From an optimization exercise on the open Yosys and OpenROAD flow, aimed at small area; shortcuts taken in it are not production practice. At most, simulation tests tie the RTL to the original design; equivalence was not proved. Only the layout flow was run in runs 5 to 7; the RTL was not checked for function there. Power figures rest on the tool's default switching activity, not on a simulated workload.

==> flow/design.v <==
package isq_pkg;
	localparam int CAPACITY   = 16;
	localparam int DATA_WIDTH = 32;
	localparam int IDX_W      = $clog2(CAPACITY);
	localparam int CNT_W      = $clog2(CAPACITY + 1);
	localparam int REQ_W    = 3;
	localparam int POS_W    = 5;
	localparam int WORD_W   = 32;
	localparam int STATUS_W = 2;
	localparam int COUNT_W  = 5;
	localparam logic [REQ_W-1:0] REQ_PUSH_BACK  = 3'd0;
	localparam logic [REQ_W-1:0] REQ_PUSH_FRONT = 3'd1;
	localparam logic [REQ_W-1:0] REQ_POP_FRONT  = 3'd2;
	localparam logic [REQ_W-1:0] REQ_POP_BACK   = 3'd3;
	localparam logic [REQ_W-1:0] REQ_INSERT     = 3'd4;
	localparam logic [REQ_W-1:0] REQ_REMOVE     = 3'd5;
	localparam logic [REQ_W-1:0] REQ_GET        = 3'd6;
	localparam logic [REQ_W-1:0] REQ_CLEAR      = 3'd7;
	localparam logic [STATUS_W-1:0] STS_OK    = 2'd0;
	localparam logic [STATUS_W-1:0] STS_EMPTY = 2'd1;
	localparam logic [STATUS_W-1:0] STS_RANGE = 2'd2;
	localparam logic [STATUS_W-1:0] STS_FULL  = 2'd3;
	localparam logic [1:0] OP_NONE  = 2'd0;
	localparam logic [1:0] OP_OPEN  = 2'd1;
	localparam logic [1:0] OP_CLOSE = 2'd2;
	localparam logic [1:0] OP_CLEAR = 2'd3;
	typedef struct packed {
		logic                  load;
		logic [1:0]            op;
		logic [IDX_W-1:0]      at;
		logic                  rd_en;
		logic [DATA_WIDTH-1:0] word;
	} isq_cmd_t;
	typedef struct packed {
		logic [CNT_W-1:0] count;
	} isq_sts_t;
endpackage
module indexed_sequence_store_core (
	input  logic        clk,
	input  logic        arst_n,
	input  logic        req_valid,
	output logic        req_ready,
	input  logic [2:0]  req_type,
	input  logic [4:0]  req_position,
	input  logic [31:0] req_data_in,
	output logic        rsp_valid,
	input  logic        rsp_ready,
	output logic [31:0] rsp_read_data,
	output logic [1:0]  rsp_status,
	output logic [4:0]  rsp_element_count
);
	logic [31:0] mem_q [16];
	logic [3:0]  perm_q [16];
	logic [4:0]  count_q;
	logic        valid_q;
	logic [1:0]  status_q;
	logic        rd_q;
	logic [3:0]  slot_q;
	logic        accept;
	logic        full, empty;
	logic        ins, rem, get, clr;
	logic [1:0]  status_d;
	logic [3:0]  p;
	logic [3:0]  pslot;
	assign req_ready = !valid_q || rsp_ready;
	assign accept    = req_valid && req_ready;
	assign rsp_valid = valid_q;
	assign rsp_status = status_q;
	assign rsp_element_count = count_q;
	assign full  = count_q[4];
	assign empty = (count_q == 5'd0);
	always_comb begin
		ins      = 1'b0;
		rem      = 1'b0;
		get      = 1'b0;
		clr      = 1'b0;
		status_d = 2'd0;
		p        = req_position[3:0];
		case (req_type)
			3'd0: begin
				p = count_q[3:0];
				if (full) status_d = 2'd3; else ins = 1'b1;
			end
			3'd1: begin
				p = 4'd0;
				if (full) status_d = 2'd3; else ins = 1'b1;
			end
			3'd2: begin
				p = 4'd0;
				if (empty) status_d = 2'd1; else rem = 1'b1;
			end
			3'd3: begin
				p = count_q[3:0] - 4'd1;
				if (empty) status_d = 2'd1; else rem = 1'b1;
			end
			3'd4: begin
				if (req_position > count_q) status_d = 2'd2;
				else if (full) status_d = 2'd3;
				else ins = 1'b1;
			end
			3'd5: begin
				if (req_position >= count_q) status_d = 2'd2; else rem = 1'b1;
			end
			3'd6: begin
				if (req_position >= count_q) status_d = 2'd2; else get = 1'b1;
			end
			default: clr = 1'b1;
		endcase
	end
	assign pslot = perm_q[p];
	always_ff @(posedge clk or negedge arst_n) begin
		if (!arst_n) begin
			valid_q <= 1'b0;
		end else if (accept) begin
			valid_q <= 1'b1;
		end else if (rsp_ready) begin
			valid_q <= 1'b0;
		end
	end
	always_ff @(posedge clk) begin
		if (accept) begin
			status_q <= status_d;
			rd_q     <= get;
			slot_q   <= pslot;
		end
	end
	always_ff @(posedge clk or negedge arst_n) begin
		if (!arst_n) begin
			count_q <= 5'd0;
		end else if (accept) begin
			if (clr) count_q <= 5'd0;
			else if (ins) count_q <= count_q + 5'd1;
			else if (rem) count_q <= count_q - 5'd1;
		end
	end
	always_ff @(posedge clk or negedge arst_n) begin
		if (!arst_n) begin
			for (int i = 0; i < 16; i++) perm_q[i] <= 4'(i);
		end else if (accept) begin
			for (int i = 0; i < 16; i++) begin
				if (ins) begin
					if (i == int'(p)) perm_q[i] <= perm_q[15];
					else if (i > int'(p)) perm_q[i] <= perm_q[i-1];
				end else if (rem) begin
					if (i == 15) perm_q[i] <= pslot;
					else if (i >= int'(p)) perm_q[i] <= perm_q[i+1];
				end
			end
		end
	end
	always_ff @(posedge clk) begin
		for (int s = 0; s < 16; s++) begin
			if (accept && ins && perm_q[15] == 4'(s)) mem_q[s] <= req_data_in;
		end
	end
	assign rsp_read_data = rd_q ? mem_q[slot_q] : 32'd0;
endmodule
==> flow/run.sh <==
#!/bin/bash
# synth_recipe.tcl (not shown) runs the flow's synth.tcl, then flattens the netlist and writes it again
# the make line also repeats each setting of config.mk as NAME=value (left out here)
make -C /OpenROAD-flow-scripts/flow DESIGN_CONFIG=/design/flow/config.mk WORK_HOME=/design/flow/orfs CLKGATE_MAP_FILE= SYNTH_SCRIPT=/design/flow/synth_recipe.tcl finish
==> flow/config.mk <==
export PLATFORM = sky130hd
export DESIGN_NAME = indexed_sequence_store_core
export DESIGN_NICKNAME = indexed_sequence_store_core
export VERILOG_FILES = /design/flow/design.v
export SDC_FILE = /design/flow/constraint.sdc
export NUM_CORES = 4
export LEC_CHECK = 0
export CAP_MARGIN = 20
export CORE_MARGIN = 2
export CORE_UTILIZATION = 40
export SLEW_MARGIN = 20
==> flow/constraint.sdc <==
create_clock -name core_clock -period 5.0 [get_ports {clk}]
set_input_delay 1.0000 -clock core_clock [delete_from_list [all_inputs] [get_ports {clk}]]
set_output_delay 1.0000 -clock core_clock [all_outputs]
set_load 0.01 [all_outputs]
==> impl_metrics.yaml, run 1 <==
floorplan:
  core-area_sq_um: 59200
  rows: 89
  initial_core_util: 0.407
  fp.dieH_um: 249
  die-area_sq_um: 62200
  io_pins: 85
  dieWidth_um: 249
synthesis:
  netlist_top_cells_count: "edfxtp_1, a22oi_1, o21ai_0"
  netlist_instances: 1581
  yosysTopAreaCellShare: 0.647
  async_reset_ff_frac: 0.119
  synth_edf_count: 519
  synth_cell_types: 69
  synth_seq_cells: 589
  synth_most_common_cell: "edfxtp_1"
  synthTopCellsByArea: "edfxtp_1, a22oi_1, dfrtp_1, dfstp_2, mux2_2"
  yosysWarnings: 3
  seq_area_frac_synth: 0.721
  avgSynthCellArea_sq_um: 15.2
  yosys.area.top_type: "edfxtp_1"
  yosys_most_used_dff: "edfxtp_1"
  syn_area_sq_um: 24100
detailed_routing:
  via_per_inst: 6.08
  wl_per_cell_um: 27.3
  drtPass1Iterations: 5
  wirelength_um: 68400
  vias: 15200
  first_iter_violations: 1454
  drc: 0
  drtAntennaViolNets: 0
global_routing:
  met2_usage: 0.359
  grt_pass1_vias: 15200
  grt_pass1_wl_um: 102000
  use_met3: 0.0325
  grt.busiest_layer: "met2"
  grt_antenna_before_repair: 1
  overflow: 0
  grt_max_degree: 59
  globalRouteTotalUtil: 0.219
  grt_util_met1: 0.303
clock_network:
  htreeDepth: 2
  path_clk_slew_ns: 0.06
  cts_hold_buf: 0
  cts_resized: 0
  clockBufferDepth: 3
  cts_root_buffer: "clkbuf_16"
  clock_sinks: 589
  cts_tree: "yes"
  cts_inserted_buffers: 58
  post_cts_buffers: 0
  clkLatencyLatePin_ns: 0.63
pwr:
  finalPower_mw: 12.8
  power.density_nw_per_um2: 451
  power_leakage_nw: 9.45
  ir_drop_mv: 0.307
placed_design:
  port_buffers: 84
  place.gp.congestion: 0.894
  dp_hpwl_um: 38800
sta:
  fin_setup_tns_ns: 0
  period_share: 0.955
  slew_headroom: 0.354
  hold_viol: 0
  slew_viol_final: 0
  period_minus_slack_ns: 4.77
  setup_viol_count_final: 0
  finalClockSkew_ns: 0.0361
  rsz0062_at_grt: "no"
  tightest_slew_ns: 0.969
  fmax_mhz: 209
setup_path:
  critical_path_buf_inv_count: 2
  crit_family: "simple AND/OR/NAND/NOR gates"
  cpPeakStageDelay_ns: 0.79
  path_cells: "nand2b_1 > nor2_4 > buf_4 > a22oi_1 > and4_1 > a31oi_1 > clkdlybuf4s50_1"
  cp.arrival_ns: 3.77
  critPathMaxFanout: 24
  crit_slowest_cell: "nor2_4"
  worstReg2RegStart: "count_q[1]"
  path_class: "reg -> out"
  cp-start-kind: "flop"
  crit_required_ns: 4.00
  end_kind: "primary output"
  startpoint: "slot_q[0]"
cells_and_area:
  diodes: 0
  fin_nets: 1738
  drive_above_1_share: 0.176
  regArea_sq_um: 17400
  fillers: 5060
  syn2layout_area_growth_pct: 18.1
  multiInputGateArea_sq_um: 6500
status:
  status: "no timing/DRC/antenna violations"
job:
  max_cap_viol_count: 0
hold_path:
  hp-class: "in -> async"
metrics by stage:
stage | utilization | cell area [sq um] | worst slack [ns] | std cells | hold WS, ns
global route | 0.480 | 28400 | 0.0909 | 2506 | 0.398
floorplan | - | 24100 | 0.481 | 1581 | 0.471
detailed placement | 0.446 | 26400 | 0.690 | 2396 | 0.519
global placement | 0.446 | 26400 | 0.772 | 2396 | 0.507
CTS | 0.480 | 28400 | 0.148 | 2506 | 0.525
finish | 0.480 | 28400 | 0.225 | 2506 | 0.374
final timing paths:
check,slack (ns),endpoint,cells past startpoint
worst max-delay path,0.23,rsp_read_data[6],7
min in group core_clock,0.53,perm_q[14][3],2
worst min-delay path,0.37,perm_q[3][2],1
worst min register to register,0.53,perm_q[14][3],2
max in group asynchronous,3.78,perm_q[13][3],2
worst max register to register,1.38,perm_q[5][3],9
per-layer routing:
| layer | routed length [um] | up-vias |
|---|---|---|
| li1 | - | 6639 |
| met1 | 28600 | 7839 |
| met2 | 33000 | 642 |
| met3 | 4960 | 121 |
| met4 | 1890 | 2 |
| met5 | 11 | - |
placed cells by master, fill, tap and decap left out, drive strengths merged, types with 11 or more instances in the layout:
cell	synthesis	final
mux2i	61	61
and3	14	14
a22o	38	38
nor2	41	41
o21ai	91	91
a22oi	160	160
o221a	21	21
bufinv	0	11
nand2b	12	12
clkbuf	81	67
buf	22	62
nand4	34	34
a221oi	38	38
nand2	81	81
mux2	55	55
dfstp	32	32
and4	11	11
clkdlybuf4s50	0	83
dfrtp	38	38
nand3	41	41
nor3	19	19
a31oi	14	14
a21oi	50	50
clkinv	1	29
inv	11	13
edfxtp	519	519
area by class of cell:
type,instances,share of cell area
sequential,589,0.611
multi-input combinational,877,0.229
timing repair buffer,145,0.0531
clock buffer,67,0.0530
tap,773,0.0340
clock inverter,43,0.0186
inverter,12,0.00158
flip-flops by register name (all words and copies together) (netlist names):
register,flops
slot_q,4
perm_q,64
status_q,2
valid_q,1
mem_q,512
rd_q,1
count_q,5
logic make-up after synthesis:
kind of cell | count (synthesis) | share of synthesized area
compound gates | 466 | 0.140
xor+xnor | 2 | 0.000727
fa+ha+maj | 11 | 0.00603
buf+inv | 115 | 0.0195
flops | 589 | 0.721
mux | 116 | 0.0511
simple gates | 282 | 0.0612
power breakdown:
| part | switching (mW) | internal [mW] |
|---|---|---|
| Combinational | 1.25 | 0.876 |
| Clock | 1.88 | 2.74 |
| Sequential | 0.403 | 5.66 |
| Total | 3.54 | 9.27 |
==> run 2: changes to the inputs <==
--- a/flow/design.v
+++ b/flow/design.v
@@ -58,7 +58,7 @@
 	logic [3:0]  slot_q;
 	logic        accept;
 	logic        full, empty;
-	logic        ins, rem, get, clr;
+	logic        ins, rem, get, clr, dec;
 	logic [1:0]  status_d;
 	logic [3:0]  p;
 	logic [3:0]  pslot;
@@ -74,6 +74,7 @@
 		rem      = 1'b0;
 		get      = 1'b0;
 		clr      = 1'b0;
+		dec      = 1'b0;
 		status_d = 2'd0;
 		p        = req_position[3:0];
 		case (req_type)
@@ -90,8 +91,7 @@
 				if (empty) status_d = 2'd1; else rem = 1'b1;
 			end
 			3'd3: begin
-				p = count_q[3:0] - 4'd1;
-				if (empty) status_d = 2'd1; else rem = 1'b1;
+				if (empty) status_d = 2'd1; else dec = 1'b1;
 			end
 			3'd4: begin
 				if (req_position > count_q) status_d = 2'd2;
@@ -130,22 +130,32 @@
 		end else if (accept) begin
 			if (clr) count_q <= 5'd0;
 			else if (ins) count_q <= count_q + 5'd1;
-			else if (rem) count_q <= count_q - 5'd1;
+			else if (rem || dec) count_q <= count_q - 5'd1;
 		end
+	end
+	logic [15:0] sh_up, sh_dn, put, hold;
+	logic [3:0]  ent [16];
+	always_comb begin
+		for (int i = 0; i < 16; i++) begin
+			sh_up[i] = accept && ins && (i > int'(p));
+			put[i]   = accept && ((ins && i == int'(p)) || (rem && i == 15));
+			sh_dn[i] = accept && rem && i < 15 && (i >= int'(p));
+			hold[i]  = !(sh_up[i] || sh_dn[i] || put[i]);
+		end
+	end
+	for (genvar i = 0; i < 16; i++) begin : g_ent
+		logic [3:0] from_lo, from_hi, from_new;
+		assign from_lo  = (i > 0)  ? perm_q[(i+15)%16] : 4'd0;
+		assign from_hi  = (i < 15) ? perm_q[(i+1)%16] : 4'd0;
+		assign from_new = (i == 15) ? pslot : perm_q[15];
+		assign ent[i] = (perm_q[i] & {4{hold[i]}}) | (from_new & {4{put[i]}})
+		              | (from_lo & {4{sh_up[i]}}) | (from_hi & {4{sh_dn[i]}});
 	end
 	always_ff @(posedge clk or negedge arst_n) begin
 		if (!arst_n) begin
 			for (int i = 0; i < 16; i++) perm_q[i] <= 4'(i);
-		end else if (accept) begin
-			for (int i = 0; i < 16; i++) begin
-				if (ins) begin
-					if (i == int'(p)) perm_q[i] <= perm_q[15];
-					else if (i > int'(p)) perm_q[i] <= perm_q[i-1];
-				end else if (rem) begin
-					if (i == 15) perm_q[i] <= pslot;
-					else if (i >= int'(p)) perm_q[i] <= perm_q[i+1];
-				end
-			end
+		end else begin
+			for (int i = 0; i < 16; i++) perm_q[i] <= ent[i];
 		end
 	end
 	always_ff @(posedge clk) begin
@@ -153,5 +163,9 @@
 			if (accept && ins && perm_q[15] == 4'(s)) mem_q[s] <= req_data_in;
 		end
 	end
-	assign rsp_read_data = rd_q ? mem_q[slot_q] : 32'd0;
+	always_comb begin
+		rsp_read_data = 32'd0;
+		for (int s = 0; s < 16; s++)
+			if (rd_q && slot_q == 4'(s)) rsp_read_data = rsp_read_data | mem_q[s];
+	end
 endmodule
==> flow/flow/run.sh (new file) <==
#!/bin/bash
# Standard layout, with the port buffers made of the smallest buffer cell.
bash standard.sh "BUFFER_PORTS_ARGS=-buffer_cell sky130_fd_sc_hd__buf_1" finish > standard.log 2>&1
==> flow/standard.sh (new file) <==
#!/bin/bash
# synth_recipe.tcl (not shown) runs the flow's synth.tcl, then flattens the netlist and writes it again
# the make line also repeats each setting of config.mk as NAME=value (left out here)
make -C /OpenROAD-flow-scripts/flow DESIGN_CONFIG=/design/flow/config.mk WORK_HOME=/design/flow/orfs CLKGATE_MAP_FILE= SYNTH_SCRIPT=/design/flow/synth_recipe.tcl "${@:-finish}"
--- a/flow/config.mk
+++ b/flow/config.mk
@@ -7,5 +7,9 @@
 export LEC_CHECK = 0
 export CAP_MARGIN = 20
 export CORE_MARGIN = 2
-export CORE_UTILIZATION = 40
+export CORE_UTILIZATION = 60
+export CTS_BUF_LIST = sky130_fd_sc_hd__clkbuf_8
+export CTS_CLUSTER_DIAMETER = 60
+export CTS_CLUSTER_SIZE = 20
+export PLACE_DENSITY = 0.75
 export SLEW_MARGIN = 20
removed: flow/run.sh
==> run 2 against run 1 <==
Against the previous run: clock power decreased by 48%; highest routed layer unchanged; largest power group unchanged; synthesized cell count decreased by 6.2%; die area decreased by 35%; wire length decreased by 16%; cell area decreased by 11%; fmax increased by 6.6%; count of clock-buffer cells in the layout decreased by 26; power decreased by 25%; sequential share of layout area increased by 7.2 points.
==> impl_metrics.yaml, run 2 <==
setup_path:
  worstReg2RegStart: "count_q[3]"
  cpPeakStageDelay_ns: 0.78
  end_kind: "primary output"
  crit_slowest_cell: "nor3_2"
  critical_path_buf_inv_count: 2
  startpoint: "slot_q[3]"
  crit_required_ns: 4.00
  critPathMaxFanout: 23
  cp.arrival_ns: 3.48
  path_class: "reg -> out"
  path_cells: "or3b_2 > nor3_2 > buf_12 > a22o_1 > a221oi_1 > nand4_1 > buf_1"
  crit_family: "simple AND/OR/NAND/NOR gates"
  cp-start-kind: "flop"
  r2r_slack_ns: 1.41
synthesis:
  synth_edf_count: 519
  synthXorXnorAreaFrac: 0.000748
  synth_compound_area_frac: 0.173
  synthTopCellsByArea: "edfxtp_1, a22o_1, a221oi_1, dfrtp_1, dfstp_2"
  yosys_most_used_dff: "edfxtp_1"
  avgSynthCellArea_sq_um: 15.8
  yosysWarnings: 4
  yosys.area_share.simple: 0.0566
  synth_fa_ha_area_frac: 0.00513
  synth_most_common_cell: "edfxtp_1"
  yosysTopAreaCellShare: 0.665
  netlist_instances: 1483
  synth_seq_cells: 589
  synthMuxAreaShare: 0.00449
  synth_top_family_by_area: "compound AO/OA/AOI/OAI gates"
  netlist_top_cells_count: "edfxtp_1, a22o_1, a221oi_1"
  async_reset_ff_frac: 0.119
  yosys.area.top_type: "edfxtp_1"
  syn_area_sq_um: 23400
  synth_cell_types: 73
  seq_area_frac_synth: 0.742
floorplan:
  io_pins: 85
  core-area_sq_um: 38600
  initial_core_util: 0.607
  die-area_sq_um: 40600
  fp.dieH_um: 202
  dieWidth_um: 202
  rows: 72
clock_network:
  cts_tree: "yes"
  htreeDepth: 2
  cts_root_buffer: "clkbuf_8"
  cts_resized: 0
  clockBufferDepth: 3
  clkLatencyLatePin_ns: 0.66
  cts_inserted_buffers: 40
  cts_hold_buf: 0
  path_clk_slew_ns: 0.12
  post_cts_buffers: 0
  clock_sinks: 589
sta:
  rsz0062_at_grt: "no"
  tightest_slew_ns: 1.10
  fin_hold_ws_ns: 0.518
  finalClockSkew_ns: 0.0547
  period_minus_slack_ns: 4.48
  period_share: 0.896
  slew_headroom: 0.268
  hold_viol: 0
  slew_viol_final: 0
  setup_viol_count_final: 0
  layout_setup_ws_ns: 0.520
  fin_setup_tns_ns: 0
  fmax_mhz: 223
cells_and_area:
  final_cells: 2091
  layout_common_cells: "edfxtp_1, a22o_1, a221oi_1"
  diodes: 0
  fin_nets: 1608
  final_common_cell: "edfxtp_1"
  reg_top3: "mem_q (512), perm_q (64), count_q (5)"
  drive_above_1_share: 0.119
  final_util: 0.660
  top_register: "mem_q"
  largest_register_ffs: 512
  syn2layout_area_growth_pct: 8.65
pwr:
  ir_drop_mv: 0.267
  power_leakage_nw: 7.95
  power.density_nw_per_um2: 377
job:
  max_cap_viol_count: 0
placed_design:
  placedCellCount: 2031
  dp_hpwl_um: 34300
  port_buffers: 84
  place_ws_ns: 0.868
  place.gp.congestion: 0.935
hold_path:
  hp-class: "reg -> reg"
  worstHoldStart: "perm_q[3][1]"
global_routing:
  grt_pass1_wl_um: 87200
  grt_pass1_vias: 14400
  grt_antenna_before_repair: 1
  globalRouteTotalUtil: 0.283
  grt_max_degree: 71
  overflow: 0
detailed_routing:
  wl_per_cell_um: 27.3
  drtAntennaViolNets: 0
  drtPass1Iterations: 6
  drc: 0
  wirelength_um: 57100
  first_iter_violations: 1795
  via_per_inst: 7.06
  vias: 14800
status:
  status: "no timing/DRC/antenna violations"
==> run 2: changes by cell type in the layout (fill, tap and decap cells not counted), sizes merged, moves of 40 or more <==
cell / change
o21ai: -71
a221o: +40
mux2: -51
clkdlybuf4s50: -83
buf: +61
a22oi: -118
a221oi: +91
mux2i: -55
a22o: +100
==> run 2: kinds of logic after synthesis <==
logic type,Yosys count
AOI/OAI and AO/OA,488
DFF,589
xor gates and xnor gates,2
muxes,10
and+or+nand+nor,282
buffers and inverters,103
adders and majority gates,9
==> run 2: where the power goes <==
part | switching [mW] | leakage [nW] | internal, mW
Combinational | 0.765 | 2.04 | 0.463
Clock | 1.54 | 0.386 | 0.862
Sequential | 0.372 | 5.52 | 5.60
==> run 2: cell type report <==
cell class / count / area, sq um
Clock buffer: 41 / 564
Clock inverter: 19 / 183
Fill cell: 2677 / 13100
Timing Repair Buffer: 123 / 772
Multi-Input combinational cell: 791 / 5870
Sequential cell: 589 / 17400
Inverter: 10 / 37.5
Tap cell: 518 / 648
==> run 2: final timing paths <==
kind / depth (start not counted) / endpoint
setup / recovery: 7 / rsp_read_data[2]
hold / removal: 1 / perm_q[3][1]
setup reg to reg: 9 / mem_q[4][7]
hold reg to reg: 1 / perm_q[3][1]
max in group asynchronous: 2 / count_q[2]
min in group asynchronous: 2 / perm_q[2][0]
==> run 2: per-layer routing <==
| layer | GRT usage | share of wire | vias up |
|---|---|---|---|
| met5 | 0 | 0.00021 | - |
| met4 | 0.0848 | 0.028 | 2 |
| met3 | 0.0470 | 0.092 | 129 |
| met2 | 0.448 | 0.47 | 905 |
| met1 | 0.411 | 0.41 | 7416 |
| li1 | - | - | 6315 |
==> run 2: through the flow <==
stage	cell area, sq um	total power [mW]
6_report	25400	9.60
5_1_grt	25400	9.94
4_1_cts	25400	9.61
3_5_place_dp	24700	7.28
3_3_place_gp	24700	7.25
2_1_floorplan	23400	6.77
==> run 2: worst register-to-register path: stages (launching register included) <==
cell      delay, ns
dfrtp_1        0.52
inv_1          0.08
ha_1           0.31
a21o_1         0.18
a21oi_2        0.19
o21ai_1        0.17
a2111o_1       0.49
or3b_2         0.63
nor3_4         0.14
buf_4          0.51
==> run 3: changes to the inputs <==
--- a/flow/design.v
+++ b/flow/design.v
@@ -148,8 +148,13 @@
 		assign from_lo  = (i > 0)  ? perm_q[(i+15)%16] : 4'd0;
 		assign from_hi  = (i < 15) ? perm_q[(i+1)%16] : 4'd0;
 		assign from_new = (i == 15) ? pslot : perm_q[15];
-		assign ent[i] = (perm_q[i] & {4{hold[i]}}) | (from_new & {4{put[i]}})
-		              | (from_lo & {4{sh_up[i]}}) | (from_hi & {4{sh_dn[i]}});
+		isq_sel4 u_sel (
+			.q  (perm_q[i]), .h (hold[i]),
+			.lo (from_lo),   .u (sh_up[i]),
+			.hi (from_hi),   .d (sh_dn[i]),
+			.nw (from_new),  .p (put[i]),
+			.y  (ent[i])
+		);
 	end
 	always_ff @(posedge clk or negedge arst_n) begin
 		if (!arst_n) begin
@@ -169,3 +174,16 @@
 			if (rd_q && slot_q == 4'(s)) rsp_read_data = rsp_read_data | mem_q[s];
 	end
 endmodule
+module isq_sel4 (
+	input  logic [3:0] q,
+	input  logic       h,
+	input  logic [3:0] lo,
+	input  logic       u,
+	input  logic [3:0] hi,
+	input  logic       d,
+	input  logic [3:0] nw,
+	input  logic       p,
+	output logic [3:0] y
+);
+	assign y = (q & {4{h}}) | (lo & {4{u}}) | (hi & {4{d}}) | (nw & {4{p}});
+endmodule
--- a/flow/config.mk
+++ b/flow/config.mk
@@ -13,3 +13,5 @@
 export CTS_CLUSTER_SIZE = 20
 export PLACE_DENSITY = 0.75
 export SLEW_MARGIN = 20
+export SYNTH_HIERARCHICAL = 1
+export SYNTH_MINIMUM_KEEP_SIZE = 0
==> run 3 against run 2 <==
Against the previous run: critical path depth shrank 1; cell count grew 0.33%; first-iteration DRC count grew 4.2%; core utilization grew 0.59 points; sequential share of layout area grew 0.67 points; clock power is essentially flat; critical path type unchanged; largest cell class unchanged.
==> impl_metrics.yaml, run 3 <==
floorplan:
  rows: 71
  dieWidth_um: 200
  die-area_sq_um: 40200
  initial_core_util: 0.612
  fp.dieH_um: 200
  core-area_sq_um: 37800
  io_pins: 85
setup_path:
  end_kind: "primary output"
  critPathMaxFanout: 32
  rr_worst_depth: 10
  worstReg2RegStart: "count_q[1]"
  r2r_slack_ns: 0.94
  cp-start-kind: "flop"
  startpoint: "slot_q[3]"
  cp.arrival_ns: 3.34
  path_class: "reg -> out"
  crit_required_ns: 4.00
  timing.rr.end: "mem_q[0][17]"
pwr:
  power.share.clock: 0.240
  p_sw_mw: 2.93
  power.density_nw_per_um2: 398
  seqPwrFrac: 0.618
  power_leakage_nw: 8.13
  swShare: 0.292
  intPower_mw: 7.09
  ir_drop_mv: 0.276
  p_comb_frac: 0.142
cells_and_area:
  fillers: 2612
  drive_above_1_share: 0.106
  multiInputGateArea_sq_um: 5720
  final_common_cell: "edfxtp_1"
  regArea_sq_um: 17400
  largest_register_ffs: 512
  reg_top3: "mem_q (512), perm_q (64), count_q (5)"
  top_register: "mem_q"
  diodes: 0
  final_cells: 2098
  syn2layout_area_growth_pct: 8.89
  design_area_sq_um: 25200
  fin_nets: 1615
  layout_common_cells: "edfxtp_1, a22oi_1, a22o_1"
clock_network:
  cts_resized: 0
  cts_root_buffer: "clkbuf_8"
  htreeDepth: 2
  cts_tree: "yes"
  cts_inserted_buffers: 40
  post_cts_buffers: 0
  clockBufferDepth: 3
  cts_hold_buf: 0
  clock_sinks: 589
  clkLatencyLatePin_ns: 0.66
  path_clk_slew_ns: 0.11
sta:
  slew_headroom: 0.238
  layout_setup_ws_ns: 0.663
  finalClockSkew_ns: 0.0270
  period_minus_slack_ns: 4.34
  tightest_slew_ns: 1.14
  slew_viol_final: 0
  fmax_mhz: 231
  hold_viol: 0
  period_share: 0.867
  setup_viol_count_final: 0
  rsz0062_at_grt: "no"
placed_design:
  place.gp.congestion: 0.927
  dp_hpwl_um: 34000
  placedCellCount: 2028
  place_area_sq_um: 24400
  port_buffers: 84
  place_ws_ns: 0.516
synthesis:
  synth_edf_count: 519
  synth_most_common_cell: "edfxtp_1"
  yosys_most_used_dff: "edfxtp_1"
  yosys.area.top_type: "edfxtp_1"
  yosysWarnings: 12
  seq_area_frac_synth: 0.751
  synth_seq_cells: 589
  async_reset_ff_frac: 0.119
  synthTopCellsByArea: "edfxtp_1, a22o_1, a221oi_1, a22oi_1, dfrtp_1"
  syn_area_sq_um: 23100
  netlist_instances: 1460
  netlist_top_cells_count: "edfxtp_1, a22oi_1, a22o_1"
  avgSynthCellArea_sq_um: 15.9
  synth_cell_types: 61
  yosysTopAreaCellShare: 0.673
detailed_routing:
  drtAntennaViolNets: 0
  wirelength_um: 56000
  wl_per_cell_um: 26.7
  drtPass1Iterations: 8
  via_per_inst: 6.86
  vias: 14400
  drc: 0
  first_iter_violations: 1870
global_routing:
  grt_pass1_wl_um: 85700
  overflow: 0
  grt_pass1_vias: 14100
  grt_max_degree: 38
  globalRouteTotalUtil: 0.280
  grt_antenna_before_repair: 0
hold_path:
  hp-class: "in -> async"
job:
  max_cap_viol_count: 0
status:
  status: "no timing/DRC/antenna violations"
==> run 3: worst max-delay path by stage <==
stage / end / slack, ns / depth (start not counted)
finish: rsp_read_data[5] / 0.66 / 6
global route: rsp_read_data[3] / 0.56 / 6
CTS: rsp_read_data[5] / 0.63 / 6
detailed placement: mem_q[0][7] / 0.52 / 10
global placement: mem_q[0][7] / 0.64 / 10
floorplan: mem_q[13][0] / -0.03 / 8
==> run 3: per-layer routing <==
metal  part of all wire  vias up  global-route usage
met4              0.021        0              0.0823
met1               0.41     7281               0.398
li1                   -     6271                   -
met2               0.48      740               0.454
met5                  0        -                   0
met3              0.081       98              0.0439
==> run 3: per-stage QoR <==
step	power (mW)	util	TNS, ns	hold WS (ns)
global placement	7.64	0.643	0	0.517
finish	10.0	0.666	0	0.405
CTS	10.0	0.664	0	0.410
global route	10.4	0.666	0	0.483
floorplan	6.99	-	-2.86	0.484
detailed placement	7.68	0.644	0	0.540
==> run 3: layout make-up <==
class,count,share of cell area
clock buffers,41,0.0224
clock inverters,26,0.00809
inverters,9,0.00134
multi-input cells,804,0.227
flip-flops and latches,589,0.690
well taps,511,0.0254
repair buffers,118,0.0263
==> run 3: kinds of logic after synthesis <==
group,Yosys count,synth area share
other cells,1,0.000162
compound gates,474,0.165
mux,9,0.00395
buf+inv,82,0.0151
flops,589,0.751
fa+ha+maj,9,0.00519
xor+xnor,2,0.000757
simple gates,294,0.0590
==> run 3: per-module statistics from Yosys, one instance, submodules excluded <==
module | cells inside | times used | cell area (sq um)
isq_sel4 | 12 | 16 | 75.1
indexed_sequence_store_core | 1268 | 1 | 21900
==> run 3: power groups by stage <==
stage	logic, mW	registers [mW]	clock network, mW
2_1_floorplan	0.929	6.06	0
3_3_place_gp	1.38	6.26	0
3_5_place_dp	1.42	6.27	0
4_1_cts	1.42	6.16	2.43
5_1_grt	1.56	6.21	2.60
6_report	1.43	6.19	2.40
==> run 3: critical path: stages, from the launching register on <==
cell,delay [ns]
edfxtp_1,0.44
or3b_2,0.62
nor2_4,0.79
a22o_1,0.30
a221oi_1,0.10
nand4_1,0.22
buf_1,0.20
==> run 4: changes to the inputs <==
--- a/flow/config.mk
+++ b/flow/config.mk
@@ -7,11 +7,11 @@
 export LEC_CHECK = 0
 export CAP_MARGIN = 20
 export CORE_MARGIN = 2
-export CORE_UTILIZATION = 60
+export CORE_UTILIZATION = 75
 export CTS_BUF_LIST = sky130_fd_sc_hd__clkbuf_8
 export CTS_CLUSTER_DIAMETER = 60
 export CTS_CLUSTER_SIZE = 20
-export PLACE_DENSITY = 0.75
+export PLACE_DENSITY = 0.85
 export SLEW_MARGIN = 20
 export SYNTH_HIERARCHICAL = 1
 export SYNTH_MINIMUM_KEEP_SIZE = 0
==> run 4 against run 3 <==
Against the previous run: first-iteration DRC count up 22%; wire length up 1.7%; register-to-register slack better by 0.12 ns; cell count fell by 6.1%; count of clock-buffer cells in the layout rose by 1; global-route usage grew 7.4 points; core utilization rose by 15 points.
==> impl_metrics.yaml, run 4 <==
detailed_routing:
  wirelength_um: 56900
  drtPass1Iterations: 6
  drc: 0
  first_iter_violations: 2273
  drtAntennaViolNets: 0
  via_per_inst: 7.53
  wl_per_cell_um: 28.9
  vias: 14800
synthesis:
  avgSynthCellArea_sq_um: 15.9
  yosysWarnings: 12
  synth_most_common_cell: "edfxtp_1"
  synth_edf_count: 519
  synthTopCellsByArea: "edfxtp_1, a22o_1, a221oi_1, a22oi_1, dfrtp_1"
  syn_area_sq_um: 23100
  yosysTopAreaCellShare: 0.673
  seq_area_frac_synth: 0.751
  yosys_most_used_dff: "edfxtp_1"
  netlist_top_cells_count: "edfxtp_1, a22oi_1, a22o_1"
  synth_cell_types: 61
  async_reset_ff_frac: 0.119
  netlist_instances: 1460
  synth_seq_cells: 589
  yosys.area.top_type: "edfxtp_1"
global_routing:
  grt_antenna_before_repair: 0
  overflow: 0
  grt_pass1_vias: 14600
  globalRouteTotalUtil: 0.354
  grt_pass1_wl_um: 86700
  grt_max_degree: 38
clock_network:
  cts_inserted_buffers: 37
  cts_resized: 0
  cts_tree: "yes"
  cts_root_buffer: "clkbuf_8"
  clkLatencyLatePin_ns: 0.61
  post_cts_buffers: 0
  htreeDepth: 2
  path_clk_slew_ns: 0.10
  clockBufferDepth: 3
  cts_hold_buf: 0
  clock_sinks: 589
sta:
  fmax_mhz: 236
  slew_headroom: 0.267
  period_share: 0.848
  period_minus_slack_ns: 4.24
  layout_setup_ws_ns: 0.761
  tightest_slew_ns: 1.10
  finalClockSkew_ns: 0.0466
  rsz0062_at_grt: "no"
  hold_viol: 0
  setup_viol_count_final: 0
  slew_viol_final: 0
  fin_hold_ws_ns: 0.495
cells_and_area:
  drive_above_1_share: 0.0990
  top_register: "mem_q"
  fin_nets: 1608
  reg_top3: "mem_q (512), perm_q (64), count_q (5)"
  diodes: 0
  fillers: 1519
  largest_register_ffs: 512
  layout_common_cells: "edfxtp_1, a22oi_1, a22o_1"
  final_common_cell: "edfxtp_1"
  syn2layout_area_growth_pct: 7.49
hold_path:
  hp-class: "in -> async"
floorplan:
  initial_core_util: 0.759
  rows: 64
  io_pins: 85
  core-area_sq_um: 30500
  dieWidth_um: 180
  fp.dieH_um: 180
  die-area_sq_um: 32300
setup_path:
  end_kind: "primary output"
  cp.arrival_ns: 3.24
  path_class: "reg -> out"
  crit_required_ns: 4.00
  critPathMaxFanout: 32
  cp-start-kind: "flop"
  r2r_slack_ns: 1.06
pwr:
  power_leakage_nw: 8.06
  ir_drop_mv: 0.370
  power.density_nw_per_um2: 393
placed_design:
  dp_hpwl_um: 33700
  place.gp.congestion: 0.951
  place_ws_ns: 0.553
  port_buffers: 84
status:
  status: "no timing/DRC/antenna violations"
job:
  max_cap_viol_count: 0
==> run 4: changes by cell type in the layout (fill, tap and decap cells not counted) <==
cell and change:
nor3_4 -1, clkinv_1 -1, inv_12 -1, clkinv_8 -1, nor3_2 +1, clkbuf_8 +1
clkinvlp_4 -2, buf_4 -1, buf_12 -3, inv_6 -3, bufinv_16 -1, clkinv_4 -3
inv_1 +2, inv_4 +1
==> run 4: power by group <==
| group | internal (mW) | total (mW) | switching (mW) |
|---|---|---|---|
| Combinational | 0.522 | 1.43 | 0.906 |
| Sequential | 5.71 | 6.18 | 0.469 |
| Clock | 0.783 | 2.18 | 1.40 |
==> run 4: layout make-up <==
| cell class | count | area [sq um] | share of cell area |
|---|---|---|---|
| clock inverters | 17 | 83.8 | 0.00337 |
| well taps | 396 | 495 | 0.0199 |
| inverters | 9 | 33.8 | 0.00136 |
| multi-input cells | 804 | 5720 | 0.230 |
| flip-flops and latches | 589 | 17400 | 0.698 |
| repair buffers | 114 | 594 | 0.0239 |
| clock buffers | 42 | 578 | 0.0232 |
==> run 4: metrics by stage <==
stage	cell area [sq um]	TNS [ns]	util	power [mW]	cells
finish	24900	0	0.815	9.79	1971
global route	24900	0	0.815	10.1	1971
CTS	24800	0	0.813	9.74	1968
detailed placement	24100	0	0.791	7.65	1909
global placement	24100	0	0.791	7.60	1909
floorplan	23200	-2.86	-	6.99	1475
==> run 4: path summary, 6_finish.rpt <==
| path | start | end | cells past startpoint |
|---|---|---|---|
| worst max-delay path | slot_q[3] | rsp_read_data[5] | 6 |
| worst min-delay path | arst_n | perm_q[10][2] | 1 |
| worst max register to register | count_q[1] | mem_q[11][13] | 9 |
| worst min register to register | valid_q | valid_q | 2 |
| max in group asynchronous | arst_n | perm_q[15][3] | 2 |
| min in group core_clock | valid_q | valid_q | 2 |
==> run 4: layer usage <==
| layer | part of all wire | GRT usage | vias up |
|---|---|---|---|
| li1 | - | - | 6245 |
| met1 | 0.37 | 0.496 | 7354 |
| met2 | 0.49 | 0.571 | 1117 |
| met3 | 0.11 | 0.0703 | 127 |
| met4 | 0.030 | 0.121 | 0 |
| met5 | 0 | 0 | - |
==> run 4: kinds of logic (layout without fill, tap and decap cells) <==
family                   count (synthesis)  after routing  synth area share
buffers and inverters                   82            182            0.0151
other                                    1             16          0.000162
adder cells (fa/ha/maj)                  9              9           0.00519
flip-flops                             589            589             0.751
multiplexers                             9              9           0.00395
AO/OA/AOI/OAI                          474            474             0.165
XOR/XNOR                                 2              2          0.000757
AND/OR/NAND/NOR                        294            294            0.0590
==> run 4: critical path, cell delays in order, from the launching register on <==
cell and delay (ns):
edfxtp_1 0.43, or3b_2 0.62, nor2_4 0.80, a22o_1 0.28, a221oi_1 0.10, nand4_1 0.25
buf_1 0.17
==> run 4: modules after synthesis, one instance, submodules excluded <==
module                       cells inside  times used  area [sq um]  flops+latches
isq_sel4                               12          16          75.1              0
indexed_sequence_store_core          1268           1         21900            589
==> run 5: changes to the inputs <==
--- a/flow/design.v
+++ b/flow/design.v
@@ -107,7 +107,17 @@
 			default: clr = 1'b1;
 		endcase
 	end
-	assign pslot = perm_q[p];
+	logic [15:0] pd, gt;
+	always_comb begin
+		for (int i = 0; i < 16; i++) pd[i] = (p == 4'(i));
+		gt[0] = 1'b0;
+		for (int i = 1; i < 16; i++) gt[i] = gt[i-1] | pd[i-1];
+	end
+	logic [63:0] perm_flat;
+	always_comb begin
+		for (int i = 0; i < 16; i++) perm_flat[4*i +: 4] = perm_q[i];
+	end
+	isq_pick16 u_pick (.tbl(perm_flat), .sel(pd), .y(pslot));
 	always_ff @(posedge clk or negedge arst_n) begin
 		if (!arst_n) begin
 			valid_q <= 1'b0;
@@ -137,22 +147,30 @@
 	logic [3:0]  ent [16];
 	always_comb begin
 		for (int i = 0; i < 16; i++) begin
-			sh_up[i] = accept && ins && (i > int'(p));
-			put[i]   = accept && ((ins && i == int'(p)) || (rem && i == 15));
-			sh_dn[i] = accept && rem && i < 15 && (i >= int'(p));
+			sh_up[i] = accept && ins && gt[i];
+			put[i]   = accept && ((ins && pd[i]) || (rem && i == 15));
+			sh_dn[i] = accept && rem && i < 15 && (gt[i] || pd[i]);
 			hold[i]  = !(sh_up[i] || sh_dn[i] || put[i]);
 		end
 	end
-	for (genvar i = 0; i < 16; i++) begin : g_ent
-		logic [3:0] from_lo, from_hi, from_new;
-		assign from_lo  = (i > 0)  ? perm_q[(i+15)%16] : 4'd0;
-		assign from_hi  = (i < 15) ? perm_q[(i+1)%16] : 4'd0;
-		assign from_new = (i == 15) ? pslot : perm_q[15];
+	isq_sel3 u_sel_0 (
+		.q  (perm_q[0]),  .h (hold[0]),
+		.a  (perm_q[1]),  .ea (sh_dn[0]),
+		.b  (perm_q[15]), .eb (put[0]),
+		.y  (ent[0])
+	);
+	isq_sel3 u_sel_15 (
+		.q  (perm_q[15]), .h (hold[15]),
+		.a  (perm_q[14]), .ea (sh_up[15]),
+		.b  (pslot),      .eb (put[15]),
+		.y  (ent[15])
+	);
+	for (genvar i = 1; i < 15; i++) begin : g_ent
 		isq_sel4 u_sel (
-			.q  (perm_q[i]), .h (hold[i]),
-			.lo (from_lo),   .u (sh_up[i]),
-			.hi (from_hi),   .d (sh_dn[i]),
-			.nw (from_new),  .p (put[i]),
+			.q  (perm_q[i]),   .h (hold[i]),
+			.lo (perm_q[i-1]), .u (sh_up[i]),
+			.hi (perm_q[i+1]), .d (sh_dn[i]),
+			.nw (perm_q[15]),  .p (put[i]),
 			.y  (ent[i])
 		);
 	end
@@ -187,3 +205,24 @@
 );
 	assign y = (q & {4{h}}) | (lo & {4{u}}) | (hi & {4{d}}) | (nw & {4{p}});
 endmodule
+module isq_sel3 (
+	input  logic [3:0] q,
+	input  logic       h,
+	input  logic [3:0] a,
+	input  logic       ea,
+	input  logic [3:0] b,
+	input  logic       eb,
+	output logic [3:0] y
+);
+	assign y = (q & {4{h}}) | (a & {4{ea}}) | (b & {4{eb}});
+endmodule
+module isq_pick16 (
+	input  logic [63:0] tbl,
+	input  logic [15:0] sel,
+	output logic [3:0]  y
+);
+	always_comb begin
+		y = 4'd0;
+		for (int i = 0; i < 16; i++) y = y | (tbl[4*i +: 4] & {4{sel[i]}});
+	end
+endmodule
==> run 5 against run 4 <==
Against the previous run: critical path depth grew 1; sequential power is 12% lower; hold slack worse by 0.016 ns; non-clock buffer count is 28 higher; combinational power decreased by 57%; die area hardly changed; global-route usage grew 1.0 points; cell area grew 0.59%; cell count up 4.3%; worst setup slack lost 0.34 ns; largest power group unchanged; highest routed layer unchanged.
==> impl_metrics.yaml, run 5 <==
sta:
  period_share: 0.916
  slew_headroom: 0.233
  slew_viol_final: 0
  fmax_mhz: 218
  finalClockSkew_ns: 0.0424
  setup_viol_count_final: 0
  tightest_slew_ns: 1.15
  fin_setup_tns_ns: 0
  hold_viol: 0
  period_minus_slack_ns: 4.58
  rsz0062_at_grt: "no"
setup_path:
  cp.arrival_ns: 3.58
  critPathMaxFanout: 19
  crit_cells: 7
  critical_path_buf_inv_count: 2
  end_kind: "primary output"
  cp-start-kind: "flop"
  cpPeakStageDelay_ns: 0.96
  rr_worst_depth: 9
  startpoint: "slot_q[3]"
  path_class: "reg -> out"
  worstReg2RegStart: "count_q[1]"
  endpoint: "rsp_read_data[25]"
  timing.rr.end: "mem_q[8][19]"
  path_cells: "nand2b_1 > nor3_2 > buf_4 > a22oi_1 > nand2_1 > or4_1 > buf_1"
  r2r_slack_ns: 1.27
  crit_family: "simple AND/OR/NAND/NOR gates"
  crit_slowest_cell: "nor3_2"
  crit_required_ns: 4.00
floorplan:
  fp.dieH_um: 180
  core-area_sq_um: 30500
  initial_core_util: 0.758
  dieWidth_um: 180
  rows: 64
  io_pins: 85
  die-area_sq_um: 32300
synthesis:
  yosys.area_share.simple: 0.0727
  yosysWarnings: 13
  synthMuxAreaShare: 0.000433
  yosys_most_used_dff: "edfxtp_1"
  synthXorXnorAreaFrac: 0.000757
  async_reset_ff_frac: 0.119
  synth_edf_count: 519
  avgSynthCellArea_sq_um: 15.1
  synth_most_common_cell: "edfxtp_1"
  synth_seq_cells: 589
  synth_cell_types: 56
  seq_area_frac_synth: 0.751
  syn_area_sq_um: 23100
  netlist_instances: 1529
  synth_fa_ha_area_frac: 0.00519
  synth_top_family_by_area: "compound AO/OA/AOI/OAI gates"
  yosysTopAreaCellShare: 0.674
  yosys.area.top_type: "edfxtp_1"
  synth_compound_area_frac: 0.155
  synthTopCellsByArea: "edfxtp_1, a22oi_1, dfrtp_1, dfstp_2, nand2_1"
  netlist_top_cells_count: "edfxtp_1, a22oi_1, nand2_1"
detailed_routing:
  first_iter_violations: 2444
  drtAntennaViolNets: 0
  via_per_inst: 7.39
  wirelength_um: 58700
  wl_per_cell_um: 28.6
  drc: 0
  drtPass1Iterations: 16
  vias: 15200
clock_network:
  cts_resized: 0
  htreeDepth: 2
  cts_tree: "yes"
  clock_sinks: 589
  cts_inserted_buffers: 37
  clockBufferDepth: 3
  clkLatencyLatePin_ns: 0.61
  post_cts_buffers: 0
  cts_root_buffer: "clkbuf_8"
  cts_hold_buf: 0
  path_clk_slew_ns: 0.11
status:
  status: "no timing/DRC/antenna violations"
placed_design:
  place.gp.congestion: 1.01
  dp_hpwl_um: 36800
  port_buffers: 84
  placedCellCount: 1998
cells_and_area:
  top_register: "mem_q"
  reg_top3: "mem_q (512), perm_q (64), count_q (5)"
  fin_nets: 1696
  final_common_cell: "edfxtp_1"
  largest_register_ffs: 512
  drive_above_1_share: 0.105
  layout_common_cells: "edfxtp_1, a22oi_1, nand2_1"
  syn2layout_area_growth_pct: 8.19
  final_cells: 2055
pwr:
  power.density_nw_per_um2: 329
  p_comb_frac: 0.075
  power.share.clock: 0.263
  intPower_mw: 6.32
  p_sw_mw: 1.91
  finalPower_mw: 8.23
  swShare: 0.232
  ir_drop_mv: 0.282
  seqPwrFrac: 0.662
  power_leakage_nw: 8.84
global_routing:
  grt_pass1_vias: 15200
  grt_max_degree: 38
  grt_antenna_before_repair: 1
  overflow: 0
  grt_pass1_wl_um: 88900
  globalRouteTotalUtil: 0.364
job:
  max_cap_viol_count: 0
hold_path:
  hp-class: "in -> async"
==> run 5: cell types whose count changed after synthesis, sizes merged, moves of 9 or more <==
cell | previous run | this run
a22oi | 143 | 371
a22o | 128 | 19
a221oi | 124 | 16
nand2 | 109 | 204
or4 | 0 | 32
nand4 | 34 | 5
nor2 | 77 | 54
nor3 | 28 | 44
a21oi | 21 | 6
o21ai | 21 | 10
inv | 9 | 18
==> run 5: logic make-up (layout without fill, tap and decap cells) <==
group	count (synthesis)	in the layout
compound gates	468	468
xor+xnor	2	2
fa+ha+maj	9	9
buf+inv	85	214
flops	589	589
mux	1	1
other cells	0	1
simple gates	375	375
==> run 5: worst min-delay path by stage <==
stage	start	end	cells after the start
2_1_floorplan	perm_q[0][1]	perm_q[1][1]	2
3_3_place_gp	perm_q[0][3]	perm_q[1][3]	2
3_5_place_dp	perm_q[0][3]	perm_q[1][3]	2
4_1_cts	arst_n	perm_q[3][2]	1
5_1_grt	arst_n	perm_q[3][2]	1
6_report	arst_n	perm_q[3][2]	1
==> run 5: per-layer routing <==
metal	global-route usage	part of all wire
met1	0.496	0.35
met2	0.592	0.49
met3	0.0725	0.13
met4	0.143	0.038
met5	0	0
==> run 5: Yosys stat by module, one instance, submodules excluded <==
| module | copies in the design | flops+latches |
|---|---|---|
| isq_sel3 | 2 | 0 |
| isq_pick16 | 1 | 0 |
| isq_sel4 | 14 | 0 |
| indexed_sequence_store_core | 1 | 589 |
==> run 5: final cells by class <==
type	count	area [sq um]
flip-flops and latches	589	17400
multi-input cells	855	5660
fillers	1558	5480
repair buffers	142	785
clock buffers	39	537
well taps	396	495
clock inverters	15	101
inverters	18	67.6
diodes	1	2.50
==> run 5: power groups by stage <==
stage	sequential, mW	combinational, mW	clock [mW]
floorplan	5.54	0.368	0
global route	5.45	0.674	2.33
CTS	5.44	0.606	2.17
detailed placement	5.55	0.602	0
finish	5.44	0.621	2.16
global placement	5.54	0.572	0
==> run 5: metrics by stage <==
stage | setup slack, ns | area [sq um] | hold WS [ns] | utilization
final | 0.419 | 25000 | 0.478 | 0.820
after CTS | 0.452 | 25000 | 0.484 | 0.819
after floorplan | -0.886 | 23200 | 0.483 | -
after global routing | 0.351 | 25000 | 0.542 | 0.820
after global placement | 0.953 | 24300 | 0.513 | 0.798
after detailed placement | 0.847 | 24300 | 0.531 | 0.798
==> run 6: changes to the inputs <==
--- a/flow/design.v
+++ b/flow/design.v
@@ -186,11 +186,15 @@
 			if (accept && ins && perm_q[15] == 4'(s)) mem_q[s] <= req_data_in;
 		end
 	end
-	always_comb begin
-		rsp_read_data = 32'd0;
-		for (int s = 0; s < 16; s++)
-			if (rd_q && slot_q == 4'(s)) rsp_read_data = rsp_read_data | mem_q[s];
-	end
+	logic [15:0]  rsel;
+	logic [511:0] mem_flat;
+	always_comb begin
+		for (int i = 0; i < 16; i++) begin
+			rsel[i] = rd_q && slot_q == 4'(i);
+			mem_flat[32*i +: 32] = mem_q[i];
+		end
+	end
+	isq_rdmux u_rd (.words(mem_flat), .sel(rsel), .y(rsp_read_data));
 endmodule
 module isq_sel4 (
 	input  logic [3:0] q,
@@ -226,3 +230,13 @@
 		for (int i = 0; i < 16; i++) y = y | (tbl[4*i +: 4] & {4{sel[i]}});
 	end
 endmodule
+module isq_rdmux (
+	input  logic [511:0] words,
+	input  logic [15:0]  sel,
+	output logic [31:0]  y
+);
+	always_comb begin
+		y = 32'd0;
+		for (int i = 0; i < 16; i++) y = y | (words[32*i +: 32] & {32{sel[i]}});
+	end
+endmodule
==> run 6 against run 5 <==
Against the previous run: count of clock-buffer cells in the layout shrank 3; combinational power grew 9.8%; die area shrank 0.18%; still clean on timing, DRC and antenna; cell count shrank 7.4%; via count shrank 4.6%; hold slack gained 0.056 ns; fmax grew 3.4%; area after synthesis shrank 0.19%; sequential share of layout area grew 0.92 points; critical path depth is the same; cell area shrank 1.3%; global-route usage shrank 1.1 points.
==> impl_metrics.yaml, run 6 <==
synthesis:
  yosys_most_used_dff: "edfxtp_1"
  synth_seq_cells: 589
  netlist_top_cells_count: "edfxtp_1, a22o_1, a221oi_1"
  synth_edf_count: 519
  yosysWarnings: 14
  seq_area_frac_synth: 0.753
  synth_most_common_cell: "edfxtp_1"
  netlist_instances: 1395
  avgSynthCellArea_sq_um: 16.5
  syn_area_sq_um: 23100
  synthTopCellsByArea: "edfxtp_1, a22o_1, a221oi_1, dfrtp_1, a22oi_1"
  async_reset_ff_frac: 0.119
  yosysTopAreaCellShare: 0.675
  yosys.area.top_type: "edfxtp_1"
  synth_cell_types: 57
sta:
  fin_setup_tns_ns: 0
  period_share: 0.886
  finalClockSkew_ns: 0.0333
  layout_setup_ws_ns: 0.571
  hold_viol: 0
  tightest_slew_ns: 1.15
  period_minus_slack_ns: 4.43
  rsz0062_at_grt: "no"
  fmax_mhz: 226
  slew_headroom: 0.229
  slew_viol_final: 0
  setup_viol_count_final: 0
detailed_routing:
  drtAntennaViolNets: 0
  first_iter_violations: 2045
  drc: 0
  drtPass1Iterations: 8
  wl_per_cell_um: 29.9
  via_per_inst: 7.62
  vias: 14500
  wirelength_um: 56900
placed_design:
  dp_hpwl_um: 34500
  placedCellCount: 1847
  place.gp.congestion: 0.936
  port_buffers: 84
  place_ws_ns: 0.615
global_routing:
  grt_antenna_before_repair: 0
  grt_pass1_wl_um: 86000
  grt.busiest_layer: "met2"
  met2_usage: 0.571
  grt_util_met1: 0.476
  globalRouteTotalUtil: 0.353
  use_met3: 0.0715
  grt_pass1_vias: 14700
  overflow: 0
  grt_max_degree: 71
clock_network:
  htreeDepth: 2
  cts_inserted_buffers: 36
  cts_root_buffer: "clkbuf_8"
  path_clk_slew_ns: 0.11
  cts_hold_buf: 0
  cts_tree: "yes"
  post_cts_buffers: 0
  clockBufferDepth: 3
  cts_resized: 0
  clkLatencyLatePin_ns: 0.59
  clock_sinks: 589
setup_path:
  end_kind: "primary output"
  cp-start-kind: "flop"
  crit_required_ns: 4.00
  cp.arrival_ns: 3.43
  path_class: "reg -> out"
  critPathMaxFanout: 22
cells_and_area:
  drive_above_1_share: 0.106
  reg_top3: "mem_q (512), perm_q (64), count_q (5)"
  layout_common_cells: "edfxtp_1, a22o_1, a221oi_1"
  diodes: 0
  fin_nets: 1545
  top_register: "mem_q"
  largest_register_ffs: 512
  fillers: 1482
  final_util: 0.812
  final_cells: 1902
  final_common_cell: "edfxtp_1"
  syn2layout_area_growth_pct: 6.97
pwr:
  power_leakage_nw: 8.04
  power.density_nw_per_um2: 333
  ir_drop_mv: 0.368
hold_path:
  hp-class: "reg -> reg"
floorplan:
  die-area_sq_um: 32200
  io_pins: 85
  core-area_sq_um: 30400
  initial_core_util: 0.759
  dieWidth_um: 179
  fp.dieH_um: 179
  rows: 64
status:
  status: "no timing/DRC/antenna violations"
job:
  max_cap_viol_count: 0
-- run 6: cell types whose count changed after synthesis, moves of 6 or more --
cell      previous run  this run
nor3_1              44        29
clkbuf_1            55        25
o21bai_1             7         0
nor4_1               8         2
a22oi_1            370       114
or4_1               32         0
nand2_1            203        81
nand4_1              5        37
a22o_1              19       145
a221oi_1            15       141
nor2_1              54        77
buf_6                0        26
-- run 6: worst max-delay path: stages, from the launching register on --
cell	delay, ns
edfxtp_1	0.46
or3b_2	0.62
nor2_4	0.82
buf_4	0.35
a22o_1	0.18
a221oi_1	0.06
nand4_1	0.15
buf_1	0.18
-- run 6: final timing paths --
path,cells after the start,endpoint,from,slack (ns)
setup / recovery,7,rsp_read_data[17],slot_q[2],0.57
hold / removal,2,perm_q[1][3],perm_q[0][3],0.53
setup reg to reg,15,count_q[4],count_q[1],1.02
hold reg to reg,2,perm_q[1][3],perm_q[0][3],0.53
max in group asynchronous,2,count_q[4],arst_n,3.79
min in group asynchronous,2,perm_q[10][0],arst_n,0.59
-- run 6: routing by layer --
metal,vias to the layer above,share of wire
met2,1078,0.49
met5,-,0
met3,181,0.11
met4,0,0.042
li1,6058,-
met1,7179,0.35
-- run 6: through the flow --
step / hold slack (ns) / area, sq um / power [mW]
after global placement: 0.513 / 24000 / 6.20
after global routing: 0.570 / 24700 / 8.48
after detailed placement: 0.513 / 24000 / 6.23
after CTS: 0.530 / 24600 / 8.22
final: 0.535 / 24700 / 8.23
after floorplan: 0.483 / 23100 / 5.98
-- run 6: cell type report --
type | instances | area, sq um | share of cell area
Sequential cell | 589 | 17400 | 0.704
Tap cell | 396 | 495 | 0.0201
Clock inverter | 16 | 104 | 0.00420
Timing Repair Buffer | 121 | 722 | 0.0292
Inverter | 19 | 71.3 | 0.00289
Clock buffer | 36 | 495 | 0.0201
Multi-Input combinational cell | 725 | 5430 | 0.220
-- run 6: cell families (layout without fill, tap and decap cells) --
logic type	after synthesis	after routing	synth area share
and+or+nand+nor	251	251	0.0497
adders and majority gates	9	9	0.00520
AOI/OAI and AO/OA	458	458	0.167
DFF	589	589	0.753
buffers and inverters	81	192	0.0225
muxes	5	5	0.00233
xor gates and xnor gates	2	2	0.000759
-- run 6: Yosys stat by module, one instance, submodules excluded --
module / cells / flip-flops and latches / cell area, sq um / times used
indexed_sequence_store_core: 839 / 589 / 18800 / 1
isq_rdmux: 336 / 0 / 2830 / 1
isq_pick16: 36 / 0 / 312 / 1
isq_sel4: 12 / 0 / 75.1 / 14
isq_sel3: 8 / 0 / 55.1 / 2
-- run 6: where the power goes --
part	switching, mW	internal (mW)	leakage, nW	total, mW
sequential	0.0711	5.39	5.52	5.46
combinational	0.460	0.222	2.18	0.682
clock	1.36	0.732	0.334	2.09
total	1.89	6.34	8.04	8.23
==> run 7: changes to the inputs <==
--- a/flow/config.mk
+++ b/flow/config.mk
@@ -8,9 +8,9 @@
 export CAP_MARGIN = 20
 export CORE_MARGIN = 2
 export CORE_UTILIZATION = 75
-export CTS_BUF_LIST = sky130_fd_sc_hd__clkbuf_8
-export CTS_CLUSTER_DIAMETER = 60
-export CTS_CLUSTER_SIZE = 20
+export CTS_BUF_LIST = sky130_fd_sc_hd__clkbuf_16
+export CTS_CLUSTER_DIAMETER = 70
+export CTS_CLUSTER_SIZE = 28
 export PLACE_DENSITY = 0.85
 export SLEW_MARGIN = 20
 export SYNTH_HIERARCHICAL = 1
==> run 7 against run 6 <==
Against the previous run: clock skew is 0.019 ns lower; register-to-register slack hardly changed; non-clock buffer count stayed put; clock power increased by 24%; critical path depth did not move; flip-flop and latch count stayed put; fmax hardly changed; worst setup slack gained 0.0026 ns; global-route usage up 1.1 points; largest cell class unchanged; critical path type unchanged; cell count decreased by 0.11%; wire length rose by 3.7%; core utilization grew 0.88 points.
==> impl_metrics.yaml, run 7 <==
status:
  status: "no timing/DRC/antenna violations"
synthesis:
  seq_area_frac_synth: 0.753
  avgSynthCellArea_sq_um: 16.5
  async_reset_ff_frac: 0.119
  netlist_top_cells_count: "edfxtp_1, a22o_1, a221oi_1"
  syn_area_sq_um: 23100
  synth_most_common_cell: "edfxtp_1"
  yosysWarnings: 14
  yosys.area.top_type: "edfxtp_1"
  synth_seq_cells: 589
  synth_edf_count: 519
  yosys_most_used_dff: "edfxtp_1"
  synth_cell_types: 57
  synthTopCellsByArea: "edfxtp_1, a22o_1, a221oi_1, dfrtp_1, a22oi_1"
  yosysTopAreaCellShare: 0.675
  netlist_instances: 1395
sta:
  hold_viol: 0
  tightest_slew_ns: 1.27
  layout_setup_ws_ns: 0.574
  fin_hold_ws_ns: 0.537
  setup_viol_count_final: 0
  rsz0062_at_grt: "no"
  period_share: 0.885
  slew_viol_final: 0
  period_minus_slack_ns: 4.43
  fmax_mhz: 226
  slew_headroom: 0.151
  fin_setup_tns_ns: 0
  finalClockSkew_ns: 0.0145
pwr:
  power.density_nw_per_um2: 350
  finalPower_mw: 8.74
  ir_drop_mv: 0.432
  power_leakage_nw: 8.16
setup_path:
  timing.rr.end: "count_q[4]"
  startpoint: "slot_q[2]"
  r2r_slack_ns: 1.02
  worstReg2RegStart: "count_q[1]"
  crit_slowest_cell: "nor2_4"
  cp.arrival_ns: 3.43
  path_cells: "or3b_2 > nor2_4 > buf_4 > a22o_1 > a221oi_1 > nand4_1 > buf_1"
  critPathMaxFanout: 22
  critical_path_buf_inv_count: 2
  endpoint: "rsp_read_data[17]"
  cp-start-kind: "flop"
  crit_family: "simple AND/OR/NAND/NOR gates"
  path_class: "reg -> out"
  cpPeakStageDelay_ns: 0.81
  crit_cells: 7
  end_kind: "primary output"
  crit_required_ns: 4.00
  rr_worst_depth: 15
cells_and_area:
  diodes: 0
  layout_common_cells: "edfxtp_1, a22o_1, a221oi_1"
  top_register: "mem_q"
  fillers: 1444
  syn2layout_area_growth_pct: 8.13
  final_cells: 1900
  fin_nets: 1536
  regArea_sq_um: 17400
  multiInputGateArea_sq_um: 5430
  reg_top3: "mem_q (512), perm_q (64), count_q (5)"
  largest_register_ffs: 512
  design_area_sq_um: 25000
  final_common_cell: "edfxtp_1"
  drive_above_1_share: 0.104
  final_util: 0.820
clock_network:
  clockBufferDepth: 3
  cts_root_buffer: "clkbuf_16"
  post_cts_buffers: 0
  clkLatencyLatePin_ns: 0.59
  cts_tree: "yes"
  path_clk_slew_ns: 0.10
  cts_inserted_buffers: 27
  htreeDepth: 1
  clock_sinks: 589
  cts_hold_buf: 0
  cts_resized: 0
floorplan:
  rows: 64
  io_pins: 85
  initial_core_util: 0.759
  fp.dieH_um: 179
  core-area_sq_um: 30400
  die-area_sq_um: 32200
  dieWidth_um: 179
placed_design:
  port_buffers: 84
  place.gp.congestion: 0.936
  place_ws_ns: 0.615
  place_area_sq_um: 24000
  dp_hpwl_um: 34500
  placedCellCount: 1847
detailed_routing:
  via_per_inst: 7.73
  drtAntennaViolNets: 0
  drtPass1Iterations: 6
  first_iter_violations: 2443
  wirelength_um: 59100
  wl_per_cell_um: 31.1
  vias: 14700
  drc: 0
global_routing:
  grt_pass1_wl_um: 88400
  grt_util_met1: 0.476
  grt_antenna_before_repair: 0
  globalRouteTotalUtil: 0.364
  overflow: 0
  grt_max_degree: 71
  met2_usage: 0.602
  grt_pass1_vias: 14900
  grt.busiest_layer: "met2"
  use_met3: 0.0746
job:
  max_cap_viol_count: 0
hold_path:
  hold_path_depth: 2
  hp-class: "reg -> reg"
[run 7: layer usage]
layer / wire, um / part of all wire
met1: 19800 / 0.33
met2: 29300 / 0.50
met3: 7200 / 0.12
met4: 2820 / 0.048
met5: 0 / 0
[run 7: worst min-delay path by stage]
stage	startpoint	endpoint	slack, ns
finish	perm_q[0][3]	perm_q[1][3]	0.54
global route	perm_q[0][3]	perm_q[1][3]	0.58
CTS	perm_q[0][3]	perm_q[1][3]	0.54
detailed placement	perm_q[0][3]	perm_q[1][3]	0.51
global placement	perm_q[0][3]	perm_q[1][3]	0.51
floorplan	perm_q[0][1]	perm_q[1][1]	0.48
[run 7: layout make-up]
type / count / area share
sequential: 589 / 0.696
multi-input combinational: 725 / 0.218
timing repair buffer: 121 / 0.0286
clock buffer: 27 / 0.0271
tap: 396 / 0.0198
clock inverter: 23 / 0.00792
inverter: 19 / 0.00286
[run 7: cell families (layout without fill, tap and decap cells)]
| family | after synthesis | count (layout) | share of synthesized area |
|---|---|---|---|
| AO/OA/AOI/OAI | 458 | 458 | 0.167 |
| XOR/XNOR | 2 | 2 | 0.000759 |
| adder cells (fa/ha/maj) | 9 | 9 | 0.00520 |
| buffers and inverters | 81 | 190 | 0.0225 |
| flip-flops | 589 | 589 | 0.753 |
| multiplexers | 5 | 5 | 0.00233 |
| AND/OR/NAND/NOR | 251 | 251 | 0.0497 |
[run 7: power breakdown]
part	internal (mW)	switching, mW	leakage (nW)
Sequential	5.39	0.0702	5.52
Combinational	0.222	0.465	2.18
Clock	1.13	1.46	0.462
[run 7: worst reg2reg max path: cells and delay by family, from the launching register on]
kind / cells / cell delay, ns
AO/OA/AOI/OAI: 9 / 2.05
AND/OR/NAND/NOR: 1 / 0.13
adder cells (fa/ha/maj): 2 / 0.63
buffers and inverters: 3 / 0.46
flip-flops: 1 / 0.63
[run 7: per-module statistics from Yosys, one instance, submodules excluded]
module,times used,flops+latches,cell area (sq um),cells inside
isq_rdmux,1,0,2830,336
isq_pick16,1,0,312,36
isq_sel3,2,0,55.1,8
isq_sel4,14,0,75.1,12
indexed_sequence_store_core,1,589,18800,839

re-timing with driven ports:
Ports are ideal in the flow. The routed layouts listed here were re-timed in OpenROAD. Step 1, drivers: a clkbuf_16 drives clk and a buf_2 each remaining input, both assumed. Step 2 also shifts input and output timing later by t, the mid clock arrival at the registers, as if the neighbouring blocks saw the same clock. Slacks: ideal ports / drivers / drivers and shift; pairs: ideal ports / drivers.
| run | shift t [ns] | setup WS [ns] | clock arrival spread, ns |
|---|---|---|---|
| run 1 | 0.668 | 0.225 / 0.169 / 0.633 | 0.038 / 0.038 |
| run 2 | 0.691 | 0.520 / 0.466 / 0.841 | 0.055 / 0.055 |
| run 3 | 0.699 | 0.663 / 0.612 / 0.506 | 0.032 / 0.032 |
| run 4 | 0.634 | 0.761 / 0.712 / 0.600 | 0.046 / 0.046 |
| run 5 | 0.635 | 0.419 / 0.369 / 0.772 | 0.043 / 0.043 |
| run 6 | 0.622 | 0.571 / 0.526 / 0.554 | 0.034 / 0.034 |
| run 7 | 0.634 | 0.574 / 0.522 / 0.568 | 0.021 / 0.020 |
After both steps setup and hold are still met in every run listed. The setup slack of run 4, which loses most, moves by -0.049 ns with the drivers and by -0.161 ns with both steps.
